This design comes from an exercise in tuning for small area and a short achievable clock period on the open sky130 flow, not from production work.
No functional check of the RTL was part of any run shown here.
Power figures rest on the tool's default switching activity, not on a simulated workload.

File: flow/flow/run.sh
#!/bin/bash
# Standard layout, with the port buffers made from the smallest buffer cell
# instead of the resizer's default pick; every tool's output goes to a log here.
bash standard.sh 'BUFFER_PORTS_ARGS=-buffer_cell sky130_fd_sc_hd__buf_1' finish > standard_run.log 2>&1
File: flow/standard.sh
#!/bin/bash
# synth_recipe.tcl (not shown) runs the flow's synth.tcl, then flattens the netlist and writes it again
# the make line also repeats each setting of config.mk as NAME=value (left out here)
make -C /OpenROAD-flow-scripts/flow DESIGN_CONFIG=/design/flow/config.mk WORK_HOME=/design/flow/orfs CLKGATE_MAP_FILE= SYNTH_SCRIPT=/design/flow/synth_recipe.tcl "${@:-finish}"
File: flow/config.mk
export PLATFORM = sky130hd
export DESIGN_NAME = bru_cluster
export DESIGN_NICKNAME = bru_cluster
export VERILOG_FILES = /design/flow/design.v
export SDC_FILE = /design/flow/constraint.sdc
export NUM_CORES = 4
export LEC_CHECK = 0
export CAP_MARGIN = 20
export CORE_AREA = 5 5 265 265
export DIE_AREA = 0 0 270 270
export SETUP_SLACK_MARGIN = 2.3
export SLEW_MARGIN = 20
export SYNTH_HIERARCHICAL = 1
File: flow/constraint.sdc
create_clock -name core_clock -period 5.0 [get_ports {clk}]
set_input_delay 1.0000 -clock core_clock [delete_from_list [all_inputs] [get_ports {clk}]]
set_output_delay 1.0000 -clock core_clock [all_outputs]
set_load 0.01 [all_outputs]
File: flow/design.v
package la_isa_pkg;
   localparam int xlen = 32;
   localparam int reg_idx_w = 5;
   localparam int bru_op_w = 4;
   typedef enum logic [bru_op_w-1:0] {
      op_eqz,
      op_nez,
      op_eq,
      op_ne,
      op_lt,
      op_ge,
      op_ltu,
      op_geu,
      op_jr,
      op_bl
   } bru_op_e;
endpackage
package bru_pipe_pkg;
   localparam int xlen      = 32;
   localparam int reg_idx_w = 5;
   localparam int bru_op_w  = 4;
   localparam int num_lanes = 4;
   localparam int lane_idx_w = $clog2(num_lanes);
   typedef struct packed {
      logic                 valid;
      logic [bru_op_w-1:0]  op;
      logic [xlen-1:0]      a;
      logic [xlen-1:0]      b;
      logic [xlen-1:0]      pc;
      logic [xlen-1:0]      offset;
      logic [reg_idx_w-1:0] rd;
   } bru_uop_t;
   typedef struct packed {
      logic                 valid;
      logic                 taken;
      logic [xlen-1:0]      target;
      logic [xlen-1:0]      link_pc;
      logic                 link_wen;
      logic [reg_idx_w-1:0] rd;
   } bru_res_t;
   typedef struct packed {
      logic                 wen;
      logic [reg_idx_w-1:0] rd;
      logic [xlen-1:0]      data;
   } link_wb_t;
   typedef struct packed {
      logic                  valid;
      logic [lane_idx_w-1:0] lane;
      logic [xlen-1:0]       pc;
   } redirect_t;
   localparam int uop_w      = 1 + bru_op_w + 4*xlen + reg_idx_w;
   localparam int res_w      = 1 + 1 + 2*xlen + 1 + reg_idx_w;
   localparam int link_wb_w  = 1 + reg_idx_w + xlen;
   localparam int redirect_w = 1 + lane_idx_w + xlen;
endpackage
module bru_issue_stage (
   input  logic                                                clk,
   input  logic                                                rst_n,
   input  logic [bru_pipe_pkg::num_lanes*bru_pipe_pkg::uop_w-1:0] issue,
   output logic                                                s_found,
   output logic                                                s_link,
   output logic [bru_pipe_pkg::lane_idx_w-1:0]                 s_lane,
   output logic [bru_pipe_pkg::xlen-1:0]                       s_base,
   output logic [bru_pipe_pkg::xlen-3:0]                       s_pc,
   output logic [bru_pipe_pkg::xlen-1:0]                       s_offset,
   output logic [bru_pipe_pkg::reg_idx_w-1:0]                  s_rd
);
   localparam int num_lanes = bru_pipe_pkg::num_lanes;
   localparam int xlen      = bru_pipe_pkg::xlen;
   localparam int reg_idx_w = bru_pipe_pkg::reg_idx_w;
   logic [num_lanes-1:0] taken;
   logic [num_lanes-1:0] is_link;
   logic [num_lanes-1:0] is_jr;
   logic [num_lanes-1:0][xlen-1:0]      u_a;
   logic [num_lanes-1:0][xlen-3:0]      u_pc;
   logic [num_lanes-1:0][xlen-1:0]      u_offset;
   logic [num_lanes-1:0][reg_idx_w-1:0] u_rd;
   for (genvar i = 0; i < num_lanes; i++) begin : g_lane
      bru_pipe_pkg::bru_uop_t uop;
      assign uop         = issue[i*bru_pipe_pkg::uop_w +: bru_pipe_pkg::uop_w];
      assign u_a[i]      = uop.a;
      assign u_pc[i]     = uop.pc[xlen-1:2];
      assign u_offset[i] = uop.offset;
      assign u_rd[i]     = uop.rd;
      branch_unit branch_unit_i (
         .uop     (uop),
         .taken   (taken[i]),
         .is_link (is_link[i]),
         .is_jr   (is_jr[i])
      );
   end
   logic [num_lanes-1:0] first;
   logic [num_lanes-1:0] first_a;
   logic [num_lanes-1:0] first_pc;
   assign first[0] = taken[0];
   assign first[1] = ~taken[0] & taken[1];
   assign first[2] = ~taken[0] & ~taken[1] & taken[2];
   assign first[3] = ~taken[0] & ~taken[1] & ~taken[2];
   assign first_a  = first & is_jr;
   assign first_pc = first & ~is_jr;
   logic                  found_d;
   logic                  link_d;
   logic [1:0]            lane_d;
   logic [xlen-1:0]       base_d;
   logic [xlen-3:0]       pc_d;
   logic [xlen-1:0]       offset_d;
   logic [reg_idx_w-1:0]  rd_d;
   assign found_d = |taken;
   assign lane_d  = {first[2] | first[3], first[1] | first[3]};
   bru_pick4 bru_pick4_link (
      .sel (first),
      .d   (is_link),
      .q   (link_d)
   );
   for (genvar j = 0; j < 2; j++) begin : g_base_lo
      bru_pick4 bru_pick4_i (
         .sel (first_a),
         .d   ({u_a[3][j], u_a[2][j], u_a[1][j], u_a[0][j]}),
         .q   (base_d[j])
      );
   end
   for (genvar j = 2; j < xlen; j++) begin : g_base_hi
      bru_pick8 bru_pick8_i (
         .sel ({first_pc, first_a}),
         .d   ({u_pc[3][j-2], u_pc[2][j-2], u_pc[1][j-2], u_pc[0][j-2],
                u_a[3][j], u_a[2][j], u_a[1][j], u_a[0][j]}),
         .q   (base_d[j])
      );
   end
   for (genvar j = 0; j < xlen-2; j++) begin : g_pc
      bru_pick4 bru_pick4_i (
         .sel (first),
         .d   ({u_pc[3][j], u_pc[2][j], u_pc[1][j], u_pc[0][j]}),
         .q   (pc_d[j])
      );
   end
   for (genvar j = 0; j < xlen; j++) begin : g_offset
      bru_pick4 bru_pick4_i (
         .sel (first),
         .d   ({u_offset[3][j], u_offset[2][j], u_offset[1][j], u_offset[0][j]}),
         .q   (offset_d[j])
      );
   end
   for (genvar j = 0; j < reg_idx_w; j++) begin : g_rd
      bru_pick4 bru_pick4_i (
         .sel (first),
         .d   ({u_rd[3][j], u_rd[2][j], u_rd[1][j], u_rd[0][j]}),
         .q   (rd_d[j])
      );
   end
   always_ff @(posedge clk) begin
      s_found  <= rst_n & found_d;
      s_link   <= rst_n & link_d;
      s_lane   <= lane_d;
      s_base   <= base_d;
      s_pc     <= pc_d;
      s_offset <= offset_d;
      s_rd     <= rd_d;
   end
endmodule
module bru_pick4 (
   input  logic [3:0] sel,
   input  logic [3:0] d,
   output logic       q
);
   assign q = |(sel & d);
endmodule
module bru_pick8 (
   input  logic [7:0] sel,
   input  logic [7:0] d,
   output logic       q
);
   assign q = |(sel & d);
endmodule
module branch_unit (
   input  bru_pipe_pkg::bru_uop_t uop,
   output logic                   taken,
   output logic                   is_link,
   output logic                   is_jr
);
   localparam int xlen = bru_pipe_pkg::xlen;
   logic [xlen-1:0] n_lt_0;
   logic [xlen-1:0] n_eq_0;
   logic [15:0]     lt_1;
   logic [15:0]     eq_1;
   logic [7:0]      n_lt_2;
   logic [7:0]      n_eq_2;
   logic [3:0]      lt_3;
   logic [3:0]      eq_3;
   logic [1:0]      n_lt_4;
   logic [1:0]      n_eq_4;
   logic            ult;
   logic            eq;
   bru_bit_nlt bru_bit_nlt_i (
      .a    (uop.a),
      .b    (uop.b),
      .n_lt (n_lt_0)
   );
   bru_bit_neq bru_bit_neq_i (
      .a    (uop.a),
      .b    (uop.b),
      .n_eq (n_eq_0)
   );
   for (genvar j = 0; j < 16; j++) begin : g_l1
      bru_cmp_merge_n bru_cmp_merge_n_i (
         .n_lt_hi (n_lt_0[2*j+1]),
         .n_eq_hi (n_eq_0[2*j+1]),
         .n_lt_lo (n_lt_0[2*j]),
         .n_eq_lo (n_eq_0[2*j]),
         .lt      (lt_1[j]),
         .eq      (eq_1[j])
      );
   end
   for (genvar j = 0; j < 8; j++) begin : g_l2
      bru_cmp_merge_p bru_cmp_merge_p_i (
         .lt_hi (lt_1[2*j+1]),
         .eq_hi (eq_1[2*j+1]),
         .lt_lo (lt_1[2*j]),
         .eq_lo (eq_1[2*j]),
         .n_lt  (n_lt_2[j]),
         .n_eq  (n_eq_2[j])
      );
   end
   for (genvar j = 0; j < 4; j++) begin : g_l3
      bru_cmp_merge_n bru_cmp_merge_n_i (
         .n_lt_hi (n_lt_2[2*j+1]),
         .n_eq_hi (n_eq_2[2*j+1]),
         .n_lt_lo (n_lt_2[2*j]),
         .n_eq_lo (n_eq_2[2*j]),
         .lt      (lt_3[j]),
         .eq      (eq_3[j])
      );
   end
   for (genvar j = 0; j < 2; j++) begin : g_l4
      bru_cmp_merge_p bru_cmp_merge_p_i (
         .lt_hi (lt_3[2*j+1]),
         .eq_hi (eq_3[2*j+1]),
         .lt_lo (lt_3[2*j]),
         .eq_lo (eq_3[2*j]),
         .n_lt  (n_lt_4[j]),
         .n_eq  (n_eq_4[j])
      );
   end
   bru_cmp_merge_n bru_cmp_merge_n_top (
      .n_lt_hi (n_lt_4[1]),
      .n_eq_hi (n_eq_4[1]),
      .n_lt_lo (n_lt_4[0]),
      .n_eq_lo (n_eq_4[0]),
      .lt      (ult),
      .eq      (eq)
   );
   logic cond_eqz;
   logic sign_split;
   logic k_early;
   logic p_eq;
   logic p_ne;
   logic p_lt;
   logic p_ge;
   assign cond_eqz   = ~|uop.a;
   assign sign_split = ~uop.op[1] & (uop.a[xlen-1] ^ uop.b[xlen-1]);
   assign k_early = uop.valid & (uop.op[3]
                  | (~uop.op[2] & ~uop.op[1] & (uop.op[0] ^ cond_eqz))
                  | (uop.op[2] & sign_split & (uop.op[0] ^ uop.a[xlen-1])));
   assign p_eq    = uop.valid & ~uop.op[3] & ~uop.op[2] & uop.op[1] & ~uop.op[0];
   assign p_ne    = uop.valid & ~uop.op[3] & ~uop.op[2] & uop.op[1] & uop.op[0];
   assign p_lt    = uop.valid & ~uop.op[3] & uop.op[2] & ~sign_split & ~uop.op[0];
   assign p_ge    = uop.valid & ~uop.op[3] & uop.op[2] & ~sign_split & uop.op[0];
   bru_taken bru_taken_i (
      .k_early (k_early),
      .p_eq    (p_eq),
      .p_ne    (p_ne),
      .p_lt    (p_lt),
      .p_ge    (p_ge),
      .ult     (ult),
      .eq      (eq),
      .taken   (taken)
   );
   assign is_link = uop.valid & (uop.op[3:1] == 3'b100);
   assign is_jr   = uop.op == 4'b1000;
endmodule
module bru_bit_nlt (
   input  logic [bru_pipe_pkg::xlen-1:0] a,
   input  logic [bru_pipe_pkg::xlen-1:0] b,
   output logic [bru_pipe_pkg::xlen-1:0] n_lt
);
   assign n_lt = a | ~b;
endmodule
module bru_bit_neq (
   input  logic [bru_pipe_pkg::xlen-1:0] a,
   input  logic [bru_pipe_pkg::xlen-1:0] b,
   output logic [bru_pipe_pkg::xlen-1:0] n_eq
);
   assign n_eq = a ^ b;
endmodule
module bru_cmp_merge_n (
   input  logic n_lt_hi,
   input  logic n_eq_hi,
   input  logic n_lt_lo,
   input  logic n_eq_lo,
   output logic lt,
   output logic eq
);
   assign lt = ~(n_lt_hi & (n_eq_hi | n_lt_lo));
   assign eq = ~(n_eq_hi | n_eq_lo);
endmodule
module bru_cmp_merge_p (
   input  logic lt_hi,
   input  logic eq_hi,
   input  logic lt_lo,
   input  logic eq_lo,
   output logic n_lt,
   output logic n_eq
);
   assign n_lt = ~(lt_hi | (eq_hi & lt_lo));
   assign n_eq = ~(eq_hi & eq_lo);
endmodule
module bru_taken (
   input  logic k_early,
   input  logic p_eq,
   input  logic p_ne,
   input  logic p_lt,
   input  logic p_ge,
   input  logic ult,
   input  logic eq,
   output logic taken
);
   assign taken = k_early
                | (p_eq & eq) | (p_ne & ~eq)
                | (p_lt & ult) | (p_ge & ~ult);
endmodule
module bru_redirect_select (
   input  logic                                                    clk,
   input  logic                                                    rst_n,
   input  logic                                                    s_found,
   input  logic                                                    s_link,
   input  logic [bru_pipe_pkg::lane_idx_w-1:0]                     s_lane,
   input  logic [bru_pipe_pkg::xlen-1:0]                           s_base,
   input  logic [bru_pipe_pkg::xlen-3:0]                           s_pc,
   input  logic [bru_pipe_pkg::xlen-1:0]                           s_offset,
   input  logic [bru_pipe_pkg::reg_idx_w-1:0]                      s_rd,
   output logic [bru_pipe_pkg::redirect_w-1:0]                        redirect,
   output logic [bru_pipe_pkg::num_lanes*bru_pipe_pkg::link_wb_w-1:0] link_wb
);
   localparam int num_lanes = bru_pipe_pkg::num_lanes;
   localparam int xlen      = bru_pipe_pkg::xlen;
   localparam int link_wb_w = bru_pipe_pkg::link_wb_w;
   logic [xlen-1:0] target;
   logic [xlen-3:0] link_pc;
   logic            red_en;
   logic            link_en;
   logic [xlen-1:0] gen;
   logic [xlen-1:0] prop;
   logic [xlen-1:0] half;
   always_comb begin
      half = s_base ^ s_offset;
      gen  = s_base & s_offset;
      prop = half;
      for (int l = 0; l < 5; l++) begin
         for (int i = (2 << l) - 1; i < xlen; i += (2 << l)) begin
            gen[i]  = gen[i] | (prop[i] & gen[i - (1 << l)]);
            prop[i] = prop[i] & prop[i - (1 << l)];
         end
      end
      for (int l = 3; l >= 0; l--) begin
         for (int i = (3 << l) - 1; i < xlen; i += (2 << l)) begin
            gen[i]  = gen[i] | (prop[i] & gen[i - (1 << l)]);
            prop[i] = prop[i] & prop[i - (1 << l)];
         end
      end
   end
   assign target = half ^ {gen[xlen-2:0], 1'b0};
   logic [xlen-3:0] all_set;
   always_comb begin
      all_set = s_pc;
      for (int l = 0; l < 5; l++) begin
         for (int i = (2 << l) - 1; i < xlen-2; i += (2 << l)) begin
            all_set[i] = all_set[i] & all_set[i - (1 << l)];
         end
      end
      for (int l = 3; l >= 0; l--) begin
         for (int i = (3 << l) - 1; i < xlen-2; i += (2 << l)) begin
            all_set[i] = all_set[i] & all_set[i - (1 << l)];
         end
      end
   end
   assign link_pc = s_pc ^ {all_set[xlen-4:0], 1'b1};
   assign red_en  = rst_n & s_found;
   assign link_en = rst_n & s_link;
   always_ff @(posedge clk) begin
      redirect <= red_en ? {1'b1, s_lane, target} : '0;
      for (int i = 0; i < num_lanes; i++) begin
         link_wb[i*link_wb_w +: link_wb_w] <= (link_en && s_lane == i)
                                              ? {1'b1, s_rd, link_pc, 2'b00} : '0;
      end
   end
endmodule
module bru_cluster (
   input  logic                                                    clk,
   input  logic                                                    rst_n,
   input  logic [bru_pipe_pkg::num_lanes*bru_pipe_pkg::uop_w-1:0]     issue,
   output logic [bru_pipe_pkg::redirect_w-1:0]                        redirect,
   output logic [bru_pipe_pkg::num_lanes*bru_pipe_pkg::link_wb_w-1:0] link_wb
);
   logic                                   s_found;
   logic                                   s_link;
   logic [bru_pipe_pkg::lane_idx_w-1:0]    s_lane;
   logic [bru_pipe_pkg::xlen-1:0]          s_base;
   logic [bru_pipe_pkg::xlen-3:0]          s_pc;
   logic [bru_pipe_pkg::xlen-1:0]          s_offset;
   logic [bru_pipe_pkg::reg_idx_w-1:0]     s_rd;
   bru_issue_stage bru_issue_stage_i (
      .clk      (clk),
      .rst_n    (rst_n),
      .issue    (issue),
      .s_found  (s_found),
      .s_link   (s_link),
      .s_lane   (s_lane),
      .s_base   (s_base),
      .s_pc     (s_pc),
      .s_offset (s_offset),
      .s_rd     (s_rd)
   );
   bru_redirect_select bru_redirect_select_i (
      .clk      (clk),
      .rst_n    (rst_n),
      .s_found  (s_found),
      .s_link   (s_link),
      .s_lane   (s_lane),
      .s_base   (s_base),
      .s_pc     (s_pc),
      .s_offset (s_offset),
      .s_rd     (s_rd),
      .redirect (redirect),
      .link_wb  (link_wb)
   );
endmodule
==> results_dict.tcl, run 1 <==
set metrics [dict create \
    synth_area_leaders "dfxtp_1, a22oi_1, xor2_1" \
    grt_max_degree 50 \
    min_period_ns 3.164 \
    synth.most_common_cell "dfxtp_1" \
    finalHoldViolCount 0 \
    htreeDepth 2 \
    core_area_um2 67160 \
    vias_per_cell 5.021 \
    synth-edff-count 0 \
    fillers 6976 \
    yosys_warnings 8 \
    wirelength_um 94770 \
    clkLatencyLatePin_ns 0.53 \
    powerDensity_nw_per_um2 313.7 \
    ys_seq_area_share_pct 36.76 \
    clock_sinks 282 \
    synth_top_flop_cell "dfxtp_1" \
    final_util_pct 35.96 \
    fmax_mhz 316.1 \
    power_frac_comb_pct 31.9 \
    avgSynthCellArea_um2 8.982 \
    syn2layout_area_growth_pct 57.24 \
    worstPathArrival_ns 3.57 \
    die_h_um 270 \
    synth_area_um2 15360 \
    p_total_mw 7.576 \
    vias 17440 \
    status "finished clean" \
    min-delay-start "bru_issue_stage_i.s_rd[2]$_DFF_P_" \
    cts-hold-fix-buffers 0 \
    cap_violations 0 \
    rsz0062_at_grt "yes" \
    num-nets-final 3184 \
    first_pass_iters 6 \
    relSlewSlack_pct 29.76 \
    antenna_found_initial 6 \
    ys_top_cells_by_count "dfxtp_1, a22oi_1, nor2_1" \
    clk_pin_slew_ns 0.06 \
    ys_types 47 \
    first_iter_violations 1500 \
    ys_seq_elements 282 \
    rows 95 \
    drc_errors 0 \
    cpPeakStageDelay_ns 0.30 \
    cellLeakagePower_nw 9.077 \
    r2r_start "bru_issue_stage_i.s_base[9]$_DFF_P_" \
    switching_power_mw 2.629 \
    critPathLaunchType "primary input" \
    setup_tns_ns 0 \
    path_class "primary input to flip-flop" \
    cp_cell_sequence "buf_8, nor4_4, buf_4, nand4_1, buf_6, or3_1, nand3_1, nand3b_1, buf_6, nor2_4, and2_4, buf_4, buf_12, buf_16, a22oi_1, nand2_1" \
    critPathSlowestCell "or3_1" \
    slew_violations 0 \
    port_buffers 724 \
    cts-root-buf "clkbuf_16" \
    synth_top_area_share_pct 36.76 \
    yosysTopAreaCell "dfxtp_1" \
    grt_pass1_vias 17120 \
    drtAntennaViolNets 0 \
    async_reset_ff_share_pct 0 \
    cts_tree "built" \
    holdWs_ns 0.4934 \
    tightestPinTransition_ns 1.051 \
    vdd_ir_drop_max_mv 0.1658 \
    setup_viol_count_final 0 \
    io_pins 741 \
    stdcell_count 3474 \
    clockPowerShare_pct 33.1 \
    grt-ovfl-total 0 \
    postSynthCellCount 1710 \
    swShare_pct 34.70 \
    numCtsBuffers 34 \
    crit_start "issue[249]" \
    hold_class "flip-flop to flip-flop" \
    worst_clock_skew_ns 0.01745 \
    critPathCaptureType "flip-flop" \
    crit_buf_inv 7 \
    dp_hpwl_um 71380 \
    start_util_pct 22.87 \
    grt_usage_pct 23.94 \
    die_w_um 270 \
    drt-wirelength-per-cell_um 27.28 \
    drive_above_1_share_pct 27.22 \
    grt_pass1_wl_um 127100 \
    placedCellCount 3328 \
    critical_path.max_fanout 6 \
    dieArea_um2 72900 \
    cts_max_path_buffers 3 \
    critical_path_required_ns 5.41 \
    cp_top_family "simple AND/OR/NAND/NOR gates" \
    min_period_over_period_pct 63.28 \
    seqPwrFrac_pct 35.0 \
    internal-power_mw 4.947 \
    gp_congestion 1.005 \
]
-- Yosys stat by module, one instance, submodules excluded, a selection --
module               times used  flip-flops and latches  cell area, um2  cells inside
bru_redirect_select           1                     179            6385           594
bru_bit_neq                   4                       0           280.3            32
bru_bit_nlt                   4                       0           200.2            32
bru_pick8                    30                       0           36.28             5
bru_taken                     4                       0           27.53             3
bru_pick4                    70                       0           18.77             3
bru_cmp_merge_p              40                       0           12.51             2
bru_cmp_merge_n              84                       0           12.51             2
-- worst paths after layout --
kind,endpoint,slack [ns],depth (start not counted)
max,bru_issue_stage_i.s_offset[2]$_DFF_P_,1.84,16
min reg2reg,bru_redirect_select_i.link_wb[148]$_SDFF_PN0_,0.49,1
min,bru_redirect_select_i.link_wb[148]$_SDFF_PN0_,0.49,1
max reg2reg,bru_redirect_select_i.redirect[30]$_SDFF_PN0_,2.33,10
-- registers in the layout, summed over array words and instances (netlist names) --
name,cells
bru_issue_stage_i.s_pc,30
bru_issue_stage_i.s_lane,2
bru_issue_stage_i.s_rd,5
bru_issue_stage_i.s_base,32
bru_redirect_select_i.link_wb,144
bru_issue_stage_i.s_link,1
bru_issue_stage_i.s_offset,32
bru_issue_stage_i.s_found,1
bru_redirect_select_i.redirect,35
-- repair_timing --
item,4_1_cts,5_1_grt
resized for setup,344,278
setup endpoints to repair,150,146
pin swaps,88,163
gates cloned,17,5
buffers inserted,46,11
-- power groups by stage --
stage | sequential, mW | combinational [mW] | clock, mW
detailed placement | 2.71 | 1.79 | 0
global placement | 2.71 | 1.79 | 0
finish | 2.65 | 2.42 | 2.51
global route | 2.67 | 2.59 | 2.68
floorplan | 2.60 | 0.997 | 0
CTS | 2.67 | 2.20 | 2.57
-- worst register-to-register path, stage by stage, from the launching register on --
cell	delay, ns
dfxtp_1	0.40
ha_1	0.36
nand2_1	0.11
a2111oi_4	0.34
a22oi_2	0.09
buf_6	0.16
a21oi_4	0.19
nand2_2	0.08
a31oi_2	0.17
fa_2	0.46
and3_1	0.19
-- kinds of logic (layout without fill, tap and decap cells) --
| logic type | after synthesis | in the layout | share of synthesized area (%) |
|---|---|---|---|
| and+or+nand+nor | 691 | 691 | 23.79 |
| xor gates and xnor gates | 162 | 162 | 9.238 |
| buffers and inverters | 63 | 940 | 1.784 |
| DFF | 282 | 282 | 36.76 |
| muxes | 8 | 8 | 0.5214 |
| AOI/OAI and AO/OA | 443 | 443 | 22.22 |
| other | 1 | 15 | 0.02442 |
| adders and majority gates | 60 | 60 | 5.670 |
-- placed cells by master (no fill, tap or decap), drive strengths merged, types with 4 or more instances in the layout --
cell	instances
a21o	5
a21oi	62
a22oi	261
and2	89
and3	24
and4b	8
buf	799
clkbuf	89
clkinv	13
conb	8
dfxtp	282
diode	7
fa	16
ha	44
inv	36
mux2i	8
nand2	127
nand2b	135
nand3	10
nand3b	8
nand4	42
nor2	187
nor2b	8
nor3	5
nor4	34
o2111ai	4
o211ai	6
o21ai	93
or3	6
or3b	4
xnor2	24
xor2	138
-- through the flow --
| stage | setup slack [ns] | area, um2 |
|---|---|---|
| global placement | 0.5659 | 19540 |
| CTS | 1.937 | 22780 |
| finish | 1.836 | 24150 |
| floorplan | -0.7716 | 15450 |
| detailed placement | 0.4965 | 19540 |
| global route | 1.764 | 24140 |
-- layer usage --
metal	part of all wire (%)	vias to the layer above	track usage, %
met5	0	-	0
met4	5.9	0	11.67
met3	7.0	245	4.966
met2	49	1040	41.53
met1	39	8312	28.16
li1	-	7847	-
-- layout make-up --
| class | count | area [um2] | share of cell area (%) |
|---|---|---|---|
| diodes | 7 | 17.52 | 0.07254 |
| repair buffers | 845 | 4792 | 19.84 |
| clock inverters | 17 | 197.7 | 0.8186 |
| well taps | 873 | 1092 | 4.523 |
| flip-flops and latches | 282 | 5659 | 23.43 |
| inverters | 35 | 131.4 | 0.5440 |
| clock buffers | 43 | 925.9 | 3.834 |
| multi-input cells | 1372 | 11330 | 46.93 |
==> inputs of run 2 (changes only) <==
--- a/flow/config.mk
+++ b/flow/config.mk
@@ -9,5 +9,5 @@
 export CORE_AREA = 5 5 265 265
 export DIE_AREA = 0 0 270 270
-export SETUP_SLACK_MARGIN = 2.3
+export SETUP_SLACK_MARGIN = 2.0
 export SLEW_MARGIN = 20
 export SYNTH_HIERARCHICAL = 1
==> results_dict.tcl, run 2 <==
set metrics [dict create \
    critical_path.max_fanout 8 \
    vias 17240 \
    cap_violations 0 \
    largest_reg_flops 144 \
    min_period_over_period_pct 63.45 \
    dieArea_um2 72900 \
    cellLeakagePower_nw 8.799 \
    yosysTopAreaCell "dfxtp_1" \
    synth_area_um2 15360 \
    finalHoldViolCount 0 \
    final-seq-area_um2 5647 \
    wirelength_um 93290 \
    first_pass_iters 5 \
    synth_top_flop_cell "dfxtp_1" \
    pre_cts_slack_ns 0.4965 \
    syn2layout_area_growth_pct 51.54 \
    critical_path_required_ns 5.41 \
    core_area_um2 67160 \
    ys_top_cells_by_count "dfxtp_1, a22oi_1, nor2_1" \
    synth.most_common_cell "dfxtp_1" \
    die_w_um 270 \
    placedCellCount 3328 \
    ys_types 47 \
    setup_tns_ns 0 \
    fin_ws_ns 1.827 \
    async_reset_ff_share_pct 0 \
    yosys_warnings 8 \
    port_buffers 724 \
    numCtsBuffers 34 \
    dp_hpwl_um 71380 \
    muxShareOfSynthArea_pct 0.5214 \
    p_total_mw 7.364 \
    synth_top_area_share_pct 36.76 \
    max_flop_register "bru_redirect_select_i.link_wb" \
    vias_per_cell 4.993 \
    num-nets-final 3163 \
    cts_tree "built" \
    grt_max_degree 50 \
    postSynthCellCount 1710 \
    synth_top_family_by_area "simple AND/OR/NAND/NOR gates" \
    synth-edff-count 0 \
    hold_class "flip-flop to flip-flop" \
    fillers 7058 \
    tightestPinTransition_ns 1.057 \
    cts-root-buf "clkbuf_16" \
    critPathLaunchType "primary input" \
    synth-compound-area-share_pct 22.22 \
    fmax_mhz 315.2 \
    path_class "primary input to flip-flop" \
    grt_pass1_vias 16950 \
    io_pins 741 \
    final_util_pct 34.66 \
    rsz0062_at_grt "yes" \
    cts_max_path_buffers 3 \
    clkLatencyLatePin_ns 0.53 \
    avgSynthCellArea_um2 8.982 \
    start_util_pct 22.87 \
    drt-wirelength-per-cell_um 27.02 \
    ys_seq_elements 282 \
    min_period_ns 3.173 \
    powerDensity_nw_per_um2 316.4 \
    clk_pin_slew_ns 0.06 \
    htreeDepth 2 \
    clock_sinks 282 \
    synth-adder-area-share_pct 5.670 \
    critPathCaptureType "flip-flop" \
    synth_area_leaders "dfxtp_1, a22oi_1, xor2_1" \
    drc_errors 0 \
    final_cell_mix "buf_1, dfxtp_1, a22oi_1" \
    multiInputGateArea_um2 10860 \
    rows 95 \
    relSlewSlack_pct 29.37 \
    first_iter_violations 1375 \
    grt-ovfl-total 0 \
    drive_above_1_share_pct 23.09 \
    crit_start "issue[386]" \
    antenna_found_initial 6 \
    vdd_ir_drop_max_mv 0.1705 \
    min-delay-start "bru_issue_stage_i.s_rd[2]$_DFF_P_" \
    gp_congestion 1.005 \
    slew_violations 0 \
    status "finished clean" \
    synthXorXnorAreaFrac_pct 9.238 \
    worst_clock_skew_ns 0.01834 \
    final_common_cell "buf_1" \
    ys_seq_area_share_pct 36.76 \
    largestRegisters "bru_redirect_select_i.link_wb x144, bru_redirect_select_i.redirect x35" \
    r2r_start "bru_issue_stage_i.s_base[15]$_DFF_P_" \
    drtAntennaViolNets 0 \
    stdcell_count 3453 \
    die_h_um 270 \
    grt_pass1_wl_um 124000 \
    cts-hold-fix-buffers 0 \
    setup_viol_count_final 0 \
    synth-simple-area-share_pct 23.79 \
    worstPathArrival_ns 3.58 \
    grt_usage_pct 23.27 \
]
run 2: cell counts after synthesis:
Identical to the previous run, type by type.
run 2: layout make-up:
cell class | instances | area share, %
Antenna cell | 7 | 0.07526
Clock buffer | 43 | 3.978
Inverter | 35 | 0.5645
Multi-Input combinational cell | 1372 | 46.66
Clock inverter | 17 | 0.8494
Timing Repair Buffer | 824 | 18.92
Tap cell | 873 | 4.693
Sequential cell | 282 | 24.26
run 2: cells by family (layout without fill, tap and decap cells):
| group | after synthesis | in the layout |
|---|---|---|
| buf+inv | 63 | 919 |
| flops | 282 | 282 |
| xor+xnor | 162 | 162 |
| compound gates | 443 | 443 |
| fa+ha+maj | 60 | 60 |
| simple gates | 691 | 691 |
| other cells | 1 | 15 |
| mux | 8 | 8 |
run 2: power breakdown:
group / switching (mW) / internal, mW / total [mW]
logic: 1.34 / 0.891 / 2.23
clock network: 1.02 / 1.48 / 2.50
registers: 0.188 / 2.45 / 2.64
total: 2.54 / 4.83 / 7.36
run 2: worst paths after layout:
path / endpoint / slack [ns] / cells past startpoint
min: bru_redirect_select_i.link_wb[72]$_SDFF_PN0_ / 0.50 / 1
min reg2reg: bru_redirect_select_i.link_wb[72]$_SDFF_PN0_ / 0.50 / 1
max: bru_issue_stage_i.s_base[1]$_DFF_P_ / 1.83 / 14
max reg2reg: bru_redirect_select_i.redirect[30]$_SDFF_PN0_ / 2.15 / 10
run 2: metal layers:
layer / vias to the layer above / wire (um) / GRT usage, %
met5: - / 0 / 0
met2: 1002 / 44670 / 40.29
met4: 0 / 6020 / 11.50
met1: 8167 / 36060 / 27.33
met3: 264 / 6537 / 4.868
li1: 7809 / - / -
run 2: repair_timing:
action                                  in CTS  in global routing
endpoints found under the setup margin     123                115
pin swaps                                   62                129
setup buffers                               31                  8
resized for setup                          291                180
gates cloned                                11                  8
run 2: critical path, stage by stage:
cell and delay, ns:
buf_1 0.14, nor4_1 0.45, nand4_1 0.17, buf_4 0.19, or3_1 0.34, nand3_1 0.08
nand3b_1 0.12, buf_6 0.16, nor3_4 0.06, and2_4 0.21, buf_12 0.15, buf_16 0.15
a22oi_2 0.26, nand2_1 0.08
run 2: stage by stage:
step	cell area, um2	hold slack [ns]
6_report	23270	0.4953
5_1_grt	23270	0.5133
4_1_cts	22250	0.4933
3_5_place_dp	19540	0.4769
3_3_place_gp	19540	0.4743
2_1_floorplan	15450	0.4417
run 2: modules after synthesis (local to each module, per instance), excerpt:
module	cells	area, um2
branch_unit	30	202.7
bru_bit_neq	32	280.3
bru_bit_nlt	32	200.2
bru_cmp_merge_n	2	12.51
bru_cmp_merge_p	2	12.51
bru_issue_stage	120	2177
bru_pick4	3	18.77
bru_pick8	5	36.28
bru_redirect_select	594	6385
bru_taken	3	27.53
==> inputs of run 3 (changes only) <==
--- a/flow/design.v
+++ b/flow/design.v
@@ -250,26 +250,35 @@
       .eq      (eq)
    );
-   logic cond_eqz;
+   logic eqz;
+   bru_zero32 bru_zero32_i (
+      .a   (uop.a),
+      .eqz (eqz)
+   );
    logic sign_split;
    logic k_early;
+   logic p_z;
+   logic p_nz;
    logic p_eq;
    logic p_ne;
    logic p_lt;
    logic p_ge;
-   assign cond_eqz   = ~|uop.a;
    assign sign_split = ~uop.op[1] & (uop.a[xlen-1] ^ uop.b[xlen-1]);
    assign k_early = uop.valid & (uop.op[3]
-                  | (~uop.op[2] & ~uop.op[1] & (uop.op[0] ^ cond_eqz))
                   | (uop.op[2] & sign_split & (uop.op[0] ^ uop.a[xlen-1])));
-   assign p_eq    = uop.valid & ~uop.op[3] & ~uop.op[2] & uop.op[1] & ~uop.op[0];
-   assign p_ne    = uop.valid & ~uop.op[3] & ~uop.op[2] & uop.op[1] & uop.op[0];
+   assign p_z     = uop.valid & (uop.op == 4'd0);
+   assign p_nz    = uop.valid & (uop.op == 4'd1);
+   assign p_eq    = uop.valid & (uop.op == 4'd2);
+   assign p_ne    = uop.valid & (uop.op == 4'd3);
    assign p_lt    = uop.valid & ~uop.op[3] & uop.op[2] & ~sign_split & ~uop.op[0];
    assign p_ge    = uop.valid & ~uop.op[3] & uop.op[2] & ~sign_split & uop.op[0];
    bru_taken bru_taken_i (
       .k_early (k_early),
+      .p_z     (p_z),
+      .p_nz    (p_nz),
       .p_eq    (p_eq),
       .p_ne    (p_ne),
       .p_lt    (p_lt),
       .p_ge    (p_ge),
+      .eqz     (eqz),
       .ult     (ult),
       .eq      (eq),
@@ -317,8 +326,11 @@
 module bru_taken (
    input  logic k_early,
+   input  logic p_z,
+   input  logic p_nz,
    input  logic p_eq,
    input  logic p_ne,
    input  logic p_lt,
    input  logic p_ge,
+   input  logic eqz,
    input  logic ult,
    input  logic eq,
@@ -326,7 +338,44 @@
 );
    assign taken = k_early
+                | (p_z & eqz) | (p_nz & ~eqz)
                 | (p_eq & eq) | (p_ne & ~eq)
                 | (p_lt & ult) | (p_ge & ~ult);
 endmodule
+module bru_zero32 (
+   input  logic [bru_pipe_pkg::xlen-1:0] a,
+   output logic                          eqz
+);
+   logic [15:0] z1;
+   logic [7:0]  n2;
+   logic [3:0]  z3;
+   logic [1:0]  n4;
+   for (genvar j = 0; j < 16; j++) begin : g_1
+      bru_nor2 bru_nor2_i (.a (a[2*j]), .b (a[2*j+1]), .y (z1[j]));
+   end
+   for (genvar j = 0; j < 8; j++) begin : g_2
+      bru_nand2 bru_nand2_i (.a (z1[2*j]), .b (z1[2*j+1]), .y (n2[j]));
+   end
+   for (genvar j = 0; j < 4; j++) begin : g_3
+      bru_nor2 bru_nor2_i (.a (n2[2*j]), .b (n2[2*j+1]), .y (z3[j]));
+   end
+   for (genvar j = 0; j < 2; j++) begin : g_4
+      bru_nand2 bru_nand2_i (.a (z3[2*j]), .b (z3[2*j+1]), .y (n4[j]));
+   end
+   bru_nor2 bru_nor2_top (.a (n4[0]), .b (n4[1]), .y (eqz));
+endmodule
+module bru_nor2 (
+   input  logic a,
+   input  logic b,
+   output logic y
+);
+   assign y = ~(a | b);
+endmodule
+module bru_nand2 (
+   input  logic a,
+   input  logic b,
+   output logic y
+);
+   assign y = ~(a & b);
+endmodule
 module bru_redirect_select (
    input  logic                                                    clk,
==> results_dict.tcl, run 3 <==
set metrics [dict create \
    status "finished clean" \
    min_period_ns 3.149 \
    drt-wirelength-per-cell_um 25.88 \
    clk_pin_slew_ns 0.06 \
    cellLeakagePower_nw 8.573 \
    powerDensity_nw_per_um2 315.7 \
    finalHoldViolCount 0 \
    rows 95 \
    die_h_um 270 \
    cts-hold-fix-buffers 0 \
    postSynthCellCount 1798 \
    fillers 7091 \
    synth_top_area_share_pct 36.40 \
    synth_area_um2 15510 \
    grt_pass1_vias 16630 \
    clock_sinks 282 \
    crit_top_cell "buf_6" \
    port_buffers 724 \
    synth.most_common_cell "dfxtp_1" \
    stdcell_count 3514 \
    cts_max_path_buffers 3 \
    grt_max_degree 69 \
    critPathCaptureType "flip-flop" \
    wirelength_um 90940 \
    critPathLaunchType "primary input" \
    worst_clock_skew_ns 0.02103 \
    core_area_um2 67160 \
    synth-edff-count 0 \
    start_util_pct 23.09 \
    async_reset_ff_share_pct 0 \
    slew_violations 0 \
    rsz0062_at_grt "yes" \
    dp_hpwl_um 66880 \
    largest_reg_flops 144 \
    worstPathArrival_ns 3.67 \
    largestRegisters "bru_redirect_select_i.link_wb x144, bru_redirect_select_i.redirect x35" \
    final_common_cell "buf_1" \
    first_iter_violations 1477 \
    max_flop_register "bru_redirect_select_i.link_wb" \
    tightestPinTransition_ns 1.001 \
    r2r_start "bru_issue_stage_i.s_base[0]$_DFF_P_" \
    cpPeakStageDelay_ns 0.32 \
    final-seq-area_um2 5649 \
    first_pass_iters 6 \
    cts-root-buf "clkbuf_16" \
    numCtsBuffers 31 \
    fmax_mhz 317.5 \
    gp_congestion 0.9671 \
    min-delay-start "bru_issue_stage_i.s_rd[0]$_DFF_P_" \
    antenna_found_initial 16 \
    cp_cell_sequence "buf_8, xor2_2, nor2_2, nand2_2, nor2_4, a21oi_4, o21ai_2, mux2i_1, nand4b_1, buf_6, buf_12, nor4_4, buf_6, buf_6, buf_12, a22oi_2, nand4_1" \
    hold_class "flip-flop to flip-flop" \
    placedCellCount 3402 \
    cap_violations 0 \
    ys_seq_area_share_pct 36.40 \
    grt-ovfl-total 0 \
    muxShareOfSynthArea_pct 0.7745 \
    synth-compound-area-share_pct 21.97 \
    critical_path_required_ns 5.52 \
    crit_start "issue[116]" \
    yosysTopAreaCell "dfxtp_1" \
    min_period_over_period_pct 62.99 \
    critPathSlowestCell "nor4_4" \
    syn2layout_area_growth_pct 46.32 \
    grt_pass1_wl_um 116300 \
    ys_types 45 \
    synth-simple-area-share_pct 24.20 \
    setup_viol_count_final 0 \
    vias 17180 \
    synthXorXnorAreaFrac_pct 9.149 \
    cts_tree "built" \
    vias_per_cell 4.890 \
    fin_ws_ns 1.851 \
    synth-adder-area-share_pct 5.615 \
    ys_top_cells_by_count "dfxtp_1, nor2_1, a22oi_1" \
    io_pins 741 \
    drtAntennaViolNets 0 \
    die_w_um 270 \
    drive_above_1_share_pct 18.75 \
    avgSynthCellArea_um2 8.625 \
    synth_top_family_by_area "simple AND/OR/NAND/NOR gates" \
    multiInputGateArea_um2 10670 \
    yosys_warnings 8 \
    grt_usage_pct 21.73 \
    vdd_ir_drop_max_mv 0.2018 \
    final_util_pct 33.79 \
    clkLatencyLatePin_ns 0.61 \
    num-nets-final 3231 \
    critical_path.max_fanout 7 \
    htreeDepth 1 \
    final_cell_mix "buf_1, dfxtp_1, nor2_1" \
    drc_errors 0 \
    synth_top_flop_cell "dfxtp_1" \
    relSlewSlack_pct 33.25 \
    path_class "primary input to flip-flop" \
    dieArea_um2 72900 \
    pre_cts_slack_ns 0.6788 \
    ys_seq_elements 282 \
    synth_area_leaders "dfxtp_1, a22oi_1, xor2_1" \
]
==> run 3: cell count changes after synthesis, sizes merged, moves of 8 or more <==
cell	delta
and4b	-8
nand4	-8
nor2	+84
and3	-8
nor4	-16
nand3b	-8
nand2	+52
nand3	-8
==> run 3: cell type report <==
cell class	count	area share, %
well taps	873	4.814
repair buffers	807	18.19
diodes	7	0.07719
inverters	39	0.6451
flip-flops and latches	282	24.90
clock buffers	39	3.639
clock inverters	11	0.7168
multi-input cells	1456	47.02
==> run 3: stage by stage <==
stage	hold slack (ns)	setup TNS [ns]	cell area, um2	total power [mW]
global placement	0.4735	0	19600	4.485
global route	0.5117	0	22680	7.507
CTS	0.4959	0	21270	6.945
detailed placement	0.4844	0	19600	4.503
floorplan	0.4417	-69.42	15600	3.619
finish	0.4864	0	22690	7.165
==> run 3: power breakdown <==
group	switching (mW)	internal, mW	total (mW)	leakage (nW)
Sequential	0.180	2.45	2.63	2.31
Combinational	1.34	0.885	2.22	5.78
Clock	0.991	1.32	2.31	0.481
==> run 3: routing by layer <==
layer	part of all wire [%]	track usage (%)	vias to the layer above	wire [um]
met5	0.087	0	-	79
met4	3.4	5.744	14	3127
met3	8.6	5.312	171	7786
met2	46	35.20	942	41390
met1	42	29.06	8116	38560
li1	-	-	7940	-
==> run 3: final timing paths <==
check	to	slack, ns	cells past startpoint
min	bru_redirect_select_i.link_wb[70]$_SDFF_PN0_	0.49	1
min reg2reg	bru_redirect_select_i.link_wb[70]$_SDFF_PN0_	0.49	1
max reg2reg	bru_redirect_select_i.redirect[26]$_SDFF_PN0_	2.11	10
max	bru_issue_stage_i.s_base[11]$_DFF_P_	1.85	17
==> run 3: what timing repair did <==
item | CTS | global route
setup buffers | 17 | 16
hold endpoints to repair | 0 | 0
gates cloned | 4 | 18
resized for setup | 133 | 196
pin swaps | 28 | 108
setup endpoints to repair | 135 | 121
==> run 3: kinds of logic after synthesis <==
group,count (synthesis)
adders and majority gates,60
buffers and inverters,67
and+or+nand+nor,775
AOI/OAI and AO/OA,439
xor gates and xnor gates,162
DFF,282
muxes,12
other,1
==> run 3: worst max-delay path, delay by kind of cell <==
family / cells / cell delay, ns
simple gates: 6 / 1.08
mux: 1 / 0.19
compound gates: 3 / 0.34
xor+xnor: 1 / 0.18
buf+inv: 6 / 0.84
==> run 3: Yosys stat by module, one instance, submodules excluded, a selection <==
module,cells inside,times used,area [um2],flip-flops and latches
bru_cmp_merge_p,2,40,12.51,0
branch_unit,20,4,112.6,0
bru_nand2,1,40,3.754,0
bru_pick8,5,30,36.28,0
bru_issue_stage,120,1,2177,103
bru_cmp_merge_n,2,84,12.51,0
bru_bit_nlt,32,4,200.2,0
bru_nor2,1,84,3.754,0
bru_bit_neq,32,4,280.3,0
bru_taken,4,4,38.79,0
bru_pick4,3,70,18.77,0
==> inputs of run 4 (changes only) <==
--- a/flow/design.v
+++ b/flow/design.v
@@ -69,7 +69,9 @@
    localparam int xlen      = bru_pipe_pkg::xlen;
    localparam int reg_idx_w = bru_pipe_pkg::reg_idx_w;
-   logic [num_lanes-1:0] taken;
-   logic [num_lanes-1:0] is_link;
-   logic [num_lanes-1:0] is_jr;
+   localparam int n_grp = 4;
+   localparam int grp_w = xlen / n_grp;
+   logic [num_lanes-1:0][n_grp:0]       taken;
+   logic [num_lanes-1:0]                is_link;
+   logic [num_lanes-1:0]                is_jr;
    logic [num_lanes-1:0][xlen-1:0]      u_a;
    logic [num_lanes-1:0][xlen-3:0]      u_pc;
@@ -83,5 +85,7 @@
       assign u_offset[i] = uop.offset;
       assign u_rd[i]     = uop.rd;
-      branch_unit branch_unit_i (
+      branch_unit #(
+         .n_taken (n_grp + 1)
+      ) branch_unit_i (
          .uop     (uop),
          .taken   (taken[i]),
@@ -90,13 +94,4 @@
       );
    end
-   logic [num_lanes-1:0] first;
-   logic [num_lanes-1:0] first_a;
-   logic [num_lanes-1:0] first_pc;
-   assign first[0] = taken[0];
-   assign first[1] = ~taken[0] & taken[1];
-   assign first[2] = ~taken[0] & ~taken[1] & taken[2];
-   assign first[3] = ~taken[0] & ~taken[1] & ~taken[2];
-   assign first_a  = first & is_jr;
-   assign first_pc = first & ~is_jr;
    logic                  found_d;
    logic                  link_d;
@@ -106,47 +101,74 @@
    logic [xlen-1:0]       offset_d;
    logic [reg_idx_w-1:0]  rd_d;
-   assign found_d = |taken;
-   assign lane_d  = {first[2] | first[3], first[1] | first[3]};
+   logic [num_lanes-1:0] t_last;
+   logic [num_lanes-1:0] first_last;
+   logic [num_lanes-1:0] first_a_last;
+   logic [num_lanes-1:0] first_pc_last;
+   for (genvar i = 0; i < num_lanes; i++) begin : g_t_last
+      assign t_last[i] = taken[i][n_grp];
+   end
+   bru_first bru_first_last (
+      .taken    (t_last[2:0]),
+      .is_jr    (is_jr),
+      .first    (first_last),
+      .first_a  (first_a_last),
+      .first_pc (first_pc_last)
+   );
+   assign found_d = |t_last;
+   assign lane_d  = {first_last[2] | first_last[3], first_last[1] | first_last[3]};
    bru_pick4 bru_pick4_link (
-      .sel (first),
+      .sel (first_last),
       .d   (is_link),
       .q   (link_d)
    );
-   for (genvar j = 0; j < 2; j++) begin : g_base_lo
-      bru_pick4 bru_pick4_i (
-         .sel (first_a),
-         .d   ({u_a[3][j], u_a[2][j], u_a[1][j], u_a[0][j]}),
-         .q   (base_d[j])
-      );
-   end
-   for (genvar j = 2; j < xlen; j++) begin : g_base_hi
-      bru_pick8 bru_pick8_i (
-         .sel ({first_pc, first_a}),
-         .d   ({u_pc[3][j-2], u_pc[2][j-2], u_pc[1][j-2], u_pc[0][j-2],
-                u_a[3][j], u_a[2][j], u_a[1][j], u_a[0][j]}),
-         .q   (base_d[j])
-      );
-   end
-   for (genvar j = 0; j < xlen-2; j++) begin : g_pc
-      bru_pick4 bru_pick4_i (
-         .sel (first),
-         .d   ({u_pc[3][j], u_pc[2][j], u_pc[1][j], u_pc[0][j]}),
-         .q   (pc_d[j])
-      );
-   end
-   for (genvar j = 0; j < xlen; j++) begin : g_offset
-      bru_pick4 bru_pick4_i (
-         .sel (first),
-         .d   ({u_offset[3][j], u_offset[2][j], u_offset[1][j], u_offset[0][j]}),
-         .q   (offset_d[j])
-      );
-   end
    for (genvar j = 0; j < reg_idx_w; j++) begin : g_rd
       bru_pick4 bru_pick4_i (
-         .sel (first),
+         .sel (first_last),
          .d   ({u_rd[3][j], u_rd[2][j], u_rd[1][j], u_rd[0][j]}),
          .q   (rd_d[j])
       );
    end
+   for (genvar g = 0; g < n_grp; g++) begin : g_grp
+      logic [num_lanes-1:0] t_g;
+      logic [num_lanes-1:0] first;
+      logic [num_lanes-1:0] first_a;
+      logic [num_lanes-1:0] first_pc;
+      for (genvar i = 0; i < num_lanes; i++) begin : g_t
+         assign t_g[i] = taken[i][g];
+      end
+      bru_first bru_first_i (
+         .taken    (t_g[2:0]),
+         .is_jr    (is_jr),
+         .first    (first),
+         .first_a  (first_a),
+         .first_pc (first_pc)
+      );
+      for (genvar j = g*grp_w; j < (g+1)*grp_w; j++) begin : g_bit
+         if (j < 2) begin : g_base_lo
+            bru_pick4 bru_pick4_base (
+               .sel (first_a),
+               .d   ({u_a[3][j], u_a[2][j], u_a[1][j], u_a[0][j]}),
+               .q   (base_d[j])
+            );
+         end else begin : g_base_hi
+            bru_pick8 bru_pick8_base (
+               .sel ({first_pc, first_a}),
+               .d   ({u_pc[3][j-2], u_pc[2][j-2], u_pc[1][j-2], u_pc[0][j-2],
+                      u_a[3][j], u_a[2][j], u_a[1][j], u_a[0][j]}),
+               .q   (base_d[j])
+            );
+            bru_pick4 bru_pick4_pc (
+               .sel (first),
+               .d   ({u_pc[3][j-2], u_pc[2][j-2], u_pc[1][j-2], u_pc[0][j-2]}),
+               .q   (pc_d[j-2])
+            );
+         end
+         bru_pick4 bru_pick4_offset (
+            .sel (first),
+            .d   ({u_offset[3][j], u_offset[2][j], u_offset[1][j], u_offset[0][j]}),
+            .q   (offset_d[j])
+         );
+      end
+   end
    always_ff @(posedge clk) begin
       s_found  <= rst_n & found_d;
@@ -159,4 +181,18 @@
    end
 endmodule
+module bru_first (
+   input  logic [2:0] taken,
+   input  logic [3:0] is_jr,
+   output logic [3:0] first,
+   output logic [3:0] first_a,
+   output logic [3:0] first_pc
+);
+   assign first[0] = taken[0];
+   assign first[1] = ~taken[0] & taken[1];
+   assign first[2] = ~taken[0] & ~taken[1] & taken[2];
+   assign first[3] = ~taken[0] & ~taken[1] & ~taken[2];
+   assign first_a  = first & is_jr;
+   assign first_pc = first & ~is_jr;
+endmodule
 module bru_pick4 (
    input  logic [3:0] sel,
@@ -173,7 +209,9 @@
    assign q = |(sel & d);
 endmodule
-module branch_unit (
+module branch_unit #(
+   parameter int n_taken = 1
+) (
    input  bru_pipe_pkg::bru_uop_t uop,
-   output logic                   taken,
+   output logic [n_taken-1:0]     taken,
    output logic                   is_link,
    output logic                   is_jr
@@ -272,17 +310,19 @@
    assign p_lt    = uop.valid & ~uop.op[3] & uop.op[2] & ~sign_split & ~uop.op[0];
    assign p_ge    = uop.valid & ~uop.op[3] & uop.op[2] & ~sign_split & uop.op[0];
-   bru_taken bru_taken_i (
-      .k_early (k_early),
-      .p_z     (p_z),
-      .p_nz    (p_nz),
-      .p_eq    (p_eq),
-      .p_ne    (p_ne),
-      .p_lt    (p_lt),
-      .p_ge    (p_ge),
-      .eqz     (eqz),
-      .ult     (ult),
-      .eq      (eq),
-      .taken   (taken)
-   );
+   for (genvar c = 0; c < n_taken; c++) begin : g_taken
+      bru_taken bru_taken_i (
+         .k_early (k_early),
+         .p_z     (p_z),
+         .p_nz    (p_nz),
+         .p_eq    (p_eq),
+         .p_ne    (p_ne),
+         .p_lt    (p_lt),
+         .p_ge    (p_ge),
+         .eqz     (eqz),
+         .ult     (ult),
+         .eq      (eq),
+         .taken   (taken[c])
+      );
+   end
    assign is_link = uop.valid & (uop.op[3:1] == 3'b100);
    assign is_jr   = uop.op == 4'b1000;
--- a/flow/config.mk
+++ b/flow/config.mk
@@ -7,7 +7,7 @@
 export LEC_CHECK = 0
 export CAP_MARGIN = 20
-export CORE_AREA = 5 5 265 265
-export DIE_AREA = 0 0 270 270
-export SETUP_SLACK_MARGIN = 2.0
+export CORE_AREA = 5 5 251 251
+export DIE_AREA = 0 0 256 256
+export SETUP_SLACK_MARGIN = 2.3
 export SLEW_MARGIN = 20
 export SYNTH_HIERARCHICAL = 1
==> results_dict.tcl, run 4 <==
set metrics [dict create \
    setup_tns_ns 0 \
    multiInputGateArea_um2 12850 \
    power_frac_comb_pct 35.3 \
    r2r_slack_ns 2.25 \
    vias_per_cell 5.111 \
    grt_usage_pct 24.76 \
    cts_max_path_buffers 3 \
    die_h_um 256 \
    slew_violations 0 \
    largest_reg_flops 144 \
    largestRegisters "bru_redirect_select_i.link_wb x144, bru_redirect_select_i.redirect x35" \
    critical_path.max_fanout 8 \
    min_period_over_period_pct 62.46 \
    r2r-end "bru_redirect_select_i.redirect[30]$_SDFF_PN0_" \
    clockPowerShare_pct 29.6 \
    die_w_um 256 \
    fmax_mhz 320.2 \
    max_flop_register "bru_redirect_select_i.link_wb" \
    drive_above_1_share_pct 30.31 \
    cellLeakagePower_nw 9.748 \
    clock_sinks 282 \
    r2r_start "bru_issue_stage_i.s_base[13]$_DFF_P_" \
    final_common_cell "buf_1" \
    cts_tree "built" \
    relSlewSlack_pct 21.70 \
    cp_cell_sequence "buf_4, xor2_4, nor2_2, nand2_2, nor2_4, nand2_4, o21ai_4, mux2i_1, nand4b_1, buf_12, buf_12, buf_6, and4bb_2, a22oi_2, nand4_1" \
    min-delay-start "bru_issue_stage_i.s_rd[0]$_DFF_P_" \
    rsz0062_at_grt "yes" \
    crit_buf_inv 4 \
    p_total_mw 7.543 \
    vias 18390 \
    grt_pass1_vias 17420 \
    rows 90 \
    synth_area_um2 16470 \
    critical_path_required_ns 5.48 \
    vdd_ir_drop_max_mv 0.2388 \
    io_pins 741 \
    cpPeakStageDelay_ns 0.45 \
    grt-ovfl-total 0 \
    grt_pass1_wl_um 120900 \
    drt-wirelength-per-cell_um 24.47 \
    postSynthCellCount 1895 \
    swShare_pct 34.85 \
    fillers 5976 \
    powerDensity_nw_per_um2 290.2 \
    gp_congestion 0.9467 \
    yosys_warnings 8 \
    cts-hold-fix-buffers 0 \
    worst_clock_skew_ns 0.02879 \
    switching_power_mw 2.629 \
    critPathLaunchType "primary input" \
    critPathSlowestCell "and4bb_2" \
    critPathCaptureType "flip-flop" \
    status "finished clean" \
    first_pass_iters 5 \
    min_to "bru_redirect_select_i.link_wb[70]$_SDFF_PN0_" \
    core_area_um2 60130 \
    port_buffers 724 \
    htreeDepth 1 \
    crit_top_cell "buf_12" \
    drtAntennaViolNets 0 \
    clk_pin_slew_ns 0.06 \
    dp_hpwl_um 70870 \
    dieArea_um2 65540 \
    drc_errors 0 \
    numCtsBuffers 31 \
    wirelength_um 88080 \
    path_class "primary input to flip-flop" \
    worstRegToRegCells 10 \
    num-nets-final 3402 \
    placedCellCount 3396 \
    antenna_found_initial 23 \
    final-seq-area_um2 5664 \
    finalHoldViolCount 0 \
    cp_top_family "simple AND/OR/NAND/NOR gates" \
    cts-root-buf "clkbuf_16" \
    internal-power_mw 4.914 \
    hold_class "flip-flop to flip-flop" \
    cap_violations 0 \
    setup_viol_count_final 0 \
    final_cell_mix "buf_1, dfxtp_1, nor2_1" \
    start_util_pct 27.39 \
    seqPwrFrac_pct 35.1 \
    grt_max_degree 22 \
    tightestPinTransition_ns 1.168 \
    holdPathStages 1 \
    stdcell_count 3599 \
    worstPathArrival_ns 3.61 \
    min_period_ns 3.123 \
    avgSynthCellArea_um2 8.690 \
    clkLatencyLatePin_ns 0.59 \
    syn2layout_area_growth_pct 57.83 \
    first_iter_violations 1539 \
]
-- run 4: through the flow --
step / setup WS [ns] / cell area (um2) / utilization (%) / hold slack (ns)
floorplan: 1.814 / 16900 / - / 0.4417
global placement: 0.5174 / 20550 / 34.17 / 0.4736
detailed placement: 0.5869 / 20560 / 34.20 / 0.4719
CTS: 1.960 / 24920 / 41.44 / 0.4856
global route: 1.784 / 25970 / 43.20 / 0.5146
finish: 1.877 / 25990 / 43.23 / 0.4872
-- run 4: worst max path at each step --
stage                                                         to  startpoint  depth (start not counted)  slack (ns)
after CTS                   bru_issue_stage_i.s_base[14]$_DFF_P_   issue[83]                         16        1.96
after global placement    bru_issue_stage_i.s_offset[20]$_DFF_P_  issue[120]                         12        0.52
after detailed placement       bru_issue_stage_i.s_pc[7]$_DFF_P_  issue[378]                         12        0.59
final                       bru_issue_stage_i.s_base[12]$_DFF_P_   issue[96]                         15        1.88
after floorplan             bru_issue_stage_i.s_base[10]$_DFF_P_  issue[375]                         11        1.81
after global routing      bru_issue_stage_i.s_offset[10]$_DFF_P_   issue[77]                         18        1.78
-- run 4: per-layer routing --
layer | part of all wire [%] | wire length [um] | vias to the layer above | track usage (%)
li1 | - | - | 8485 | -
met1 | 43 | 37800 | 8836 | 34.02
met2 | 46 | 40690 | 909 | 40.17
met3 | 8.6 | 7586 | 145 | 5.929
met4 | 2.1 | 1882 | 18 | 4.573
met5 | 0.14 | 124 | - | 0
-- run 4: timing repair --
| action | 4_1_cts | 5_1_grt |
|---|---|---|
| gates resized for setup | 533 | 209 |
| setup endpoints to repair | 145 | 186 |
| gates cloned | 12 | 3 |
| pin swaps | 212 | 148 |
| hold endpoints to repair | 0 | 0 |
| setup buffers | 107 | 19 |
-- run 4: layout make-up --
class / instances / area share [%]
Clock buffer: 41 / 3.206
Timing Repair inverter: 3 / 0.07702
Antenna cell: 9 / 0.08665
Clock inverter: 12 / 0.5054
Inverter: 38 / 0.5921
Multi-Input combinational cell: 1540 / 49.42
Sequential cell: 282 / 21.79
Timing Repair Buffer: 892 / 20.55
Tap cell: 782 / 3.764
-- run 4: power by group through the flow --
stage                     clock network, mW  logic [mW]  registers (mW)
after floorplan                           0        1.14            2.61
after global placement                    0        1.92            2.68
after detailed placement                  0        1.94            2.68
after CTS                              2.27        2.48            2.63
after global routing                   2.37        2.85            2.66
final                                  2.24        2.66            2.65
==> inputs of run 5 (changes only) <==
--- a/flow/config.mk
+++ b/flow/config.mk
@@ -9,5 +9,5 @@
 export CORE_AREA = 5 5 251 251
 export DIE_AREA = 0 0 256 256
-export SETUP_SLACK_MARGIN = 2.3
+export SETUP_SLACK_MARGIN = 2.0
 export SLEW_MARGIN = 20
 export SYNTH_HIERARCHICAL = 1
==> results_dict.tcl, run 5 <==
set metrics [dict create \
    powerDensity_nw_per_um2 306.7 \
    grt-ovfl-total 0 \
    critPathCaptureType "flip-flop" \
    tightestPinTransition_ns 1.118 \
    vias 17950 \
    die_w_um 256 \
    setup.worst_path.end "bru_issue_stage_i.s_base[18]$_DFF_P_" \
    port_buffers 724 \
    syn2layout_area_growth_pct 47.31 \
    core_area_um2 60130 \
    dieArea_um2 65540 \
    synth_area_um2 16470 \
    crit_start "issue[222]" \
    rsz0062_at_grt "yes" \
    critical_path.max_fanout 8 \
    relSlewSlack_pct 25.06 \
    antenna_found_initial 21 \
    drc_errors 0 \
    largestRegisters "bru_redirect_select_i.link_wb x144, bru_redirect_select_i.redirect x35" \
    dp_hpwl_um 70690 \
    r2r_slack_ns 2.12 \
    grt_pass1_wl_um 115800 \
    stdcell_count 3557 \
    cts_max_path_buffers 3 \
    setup_tns_ns 0 \
    vdd_ir_drop_max_mv 0.1718 \
    final_cell_mix "buf_1, dfxtp_1, nor2_1" \
    min_period_over_period_pct 60.79 \
    clk_pin_slew_ns 0.06 \
    pre_cts_slack_ns 0.5642 \
    drtAntennaViolNets 0 \
    worstRegToRegCells 10 \
    final_common_cell "buf_1" \
    final_util_pct 40.34 \
    cts_tree "built" \
    worst_clock_skew_ns 0.01294 \
    avgSynthCellArea_um2 8.690 \
    hold_class "flip-flop to flip-flop" \
    vias_per_cell 5.048 \
    worstPathArrival_ns 3.47 \
    critPathLaunchType "primary input" \
    finalHoldViolCount 0 \
    slew_violations 0 \
    rows 90 \
    setup_viol_count_final 0 \
    first_iter_violations 1465 \
    yosys_warnings 8 \
    wirelength_um 85250 \
    largest_reg_flops 144 \
    path_class "primary input to flip-flop" \
    num-nets-final 3357 \
    gp_congestion 0.9498 \
    clkLatencyLatePin_ns 0.57 \
    numCtsBuffers 31 \
    max_flop_register "bru_redirect_select_i.link_wb" \
    grt_pass1_vias 16900 \
    holdPathStages 2 \
    r2r-end "bru_redirect_select_i.redirect[18]$_SDFF_PN0_" \
    cap_violations 0 \
    clock_sinks 282 \
    postSynthCellCount 1895 \
    first_pass_iters 6 \
    drt-wirelength-per-cell_um 23.97 \
    status "finished clean" \
    placedCellCount 3391 \
    fin_ws_ns 1.961 \
    start_util_pct 27.39 \
    critical_path_required_ns 5.43 \
    grt_max_degree 28 \
    cellLeakagePower_nw 9.267 \
    io_pins 741 \
    cts-root-buf "clkbuf_16" \
    grt_usage_pct 23.61 \
    htreeDepth 1 \
    fmax_mhz 329.0 \
    drive_above_1_share_pct 22.78 \
    min_period_ns 3.039 \
    r2r_start "bru_issue_stage_i.s_base[0]$_DFF_P_" \
    die_h_um 256 \
]
==> run 5: changes by cell type in the layout (fill, tap and decap cells not counted), moves of 10 or more <==
| cell | previous run | this run |
|---|---|---|
| xor2_1 | 96 | 109 |
| buf_2 | 37 | 26 |
| nand2_1 | 139 | 149 |
| a22oi_1 | 112 | 200 |
| clkbuf_2 | 25 | 40 |
| buf_8 | 11 | 0 |
| buf_6 | 91 | 40 |
| a22oi_2 | 149 | 61 |
| buf_1 | 607 | 633 |
| buf_4 | 74 | 84 |
| buf_12 | 33 | 19 |
==> run 5: critical path, stage by stage <==
cell and delay (ns):
buf_2 0.15, xor2_4 0.22, nor2_4 0.08, buf_4 0.14, a21oi_4 0.16, o21ai_4 0.10, a21oi_4 0.17, o21ai_4 0.09
buf_6 0.12, mux2i_1 0.13, nand4b_1 0.13, buf_6 0.16, nor3b_4 0.15, buf_6 0.19, a22oi_2 0.34, nand4_1 0.12
==> run 5: how the worst min path moves through the flow <==
| stage | startpoint | endpoint | slack [ns] |
|---|---|---|---|
| 3_5_place_dp | bru_issue_stage_i.s_lane[0]$_DFF_P_ | bru_redirect_select_i.redirect[32]$_SDFF_PN0_ | 0.48 |
| 5_1_grt | bru_issue_stage_i.s_lane[0]$_DFF_P_ | bru_redirect_select_i.redirect[32]$_SDFF_PN0_ | 0.52 |
| 2_1_floorplan | bru_issue_stage_i.s_pc[0]$_DFF_P_ | bru_redirect_select_i.link_wb[116]$_SDFF_PN0_ | 0.44 |
| 6_report | bru_issue_stage_i.s_lane[0]$_DFF_P_ | bru_redirect_select_i.redirect[32]$_SDFF_PN0_ | 0.49 |
| 3_3_place_gp | bru_issue_stage_i.s_lane[0]$_DFF_P_ | bru_redirect_select_i.redirect[32]$_SDFF_PN0_ | 0.48 |
| 4_1_cts | bru_issue_stage_i.s_lane[0]$_DFF_P_ | bru_redirect_select_i.redirect[32]$_SDFF_PN0_ | 0.50 |
==> run 5: cell type report <==
cell class	count	area, um2
antenna	10	25.02
clock inverter	15	229.0
multi-input combinational	1540	11970
timing repair buffer	850	4385
inverter	38	142.6
sequential	282	5648
fill	6168	35870
tap	782	978.4
clock buffer	40	879.6
==> run 5: repair_timing <==
action                                  4_1_cts  5_1_grt
hold buffers                                  0        0
cloned                                        3        6
endpoints found under the setup margin      123      115
pin swaps                                    57      148
buffers inserted                             45       47
resized for setup                           123      319
==> run 5: stage by stage <==
stage	area, um2	hold slack (ns)	total power [mW]
2_1_floorplan	16860	0.4417	3.738
3_3_place_gp	20490	0.4808	4.588
3_5_place_dp	20500	0.4837	4.598
4_1_cts	22600	0.4953	7.251
5_1_grt	24240	0.5212	7.786
6_report	24260	0.4889	7.439
==> run 5: layer usage <==
layer / GRT usage (%) / wire, um
met4: 3.883 / 1596
met2: 38.31 / 39360
met5: 0 / 97
met1: 33.20 / 37740
met3: 4.686 / 6451
==> run 5: report_power, final <==
group | leakage [nW] | switching, mW | total, mW | internal, mW
logic | 6.41 | 1.35 | 2.33 | 0.977
clock network | 0.543 | 0.967 | 2.47 | 1.50
registers | 2.31 | 0.184 | 2.64 | 2.45

afterwards: timing with drivers on the ports:
No port has a modelled driver above. Below, the same layouts with a new extraction and two added sets of constraints.
Step 1 (the two cells are an assumption about what drives the block):
set clk [get_ports {clk}]
set_driving_cell -lib_cell sky130_fd_sc_hd__clkbuf_16 $clk
set_driving_cell -lib_cell sky130_fd_sc_hd__buf_2 [delete_from_list [all_inputs] $clk]
Step 2 times the ports against the registers' clock, not the clock port: input delays grow and output delays shrink by t, the midpoint of the rising clock arrivals with the driver on.
Three values: ideal ports, drivers, drivers and shift; two values: the first two.
run	shift t [ns]	setup slack, ns	worst data-port slew with drivers (ns)	pins driven straight from the clock port
run 1	0.577	1.836 / 1.837 / 1.260	0.11	1
run 2	0.575	1.827 / 1.848 / 1.272	0.12	1
run 3	0.655	1.851 / 1.849 / 1.195	0.12	1
run 4	0.633	1.877 / 1.872 / 1.238	0.13	1
run 5	0.619	1.961 / 1.946 / 1.327	0.13	1
After both steps every run listed still meets setup and hold. The setup slack of run 3, which loses most, moves by -0.002 ns with the drivers and by -0.656 ns with both steps.
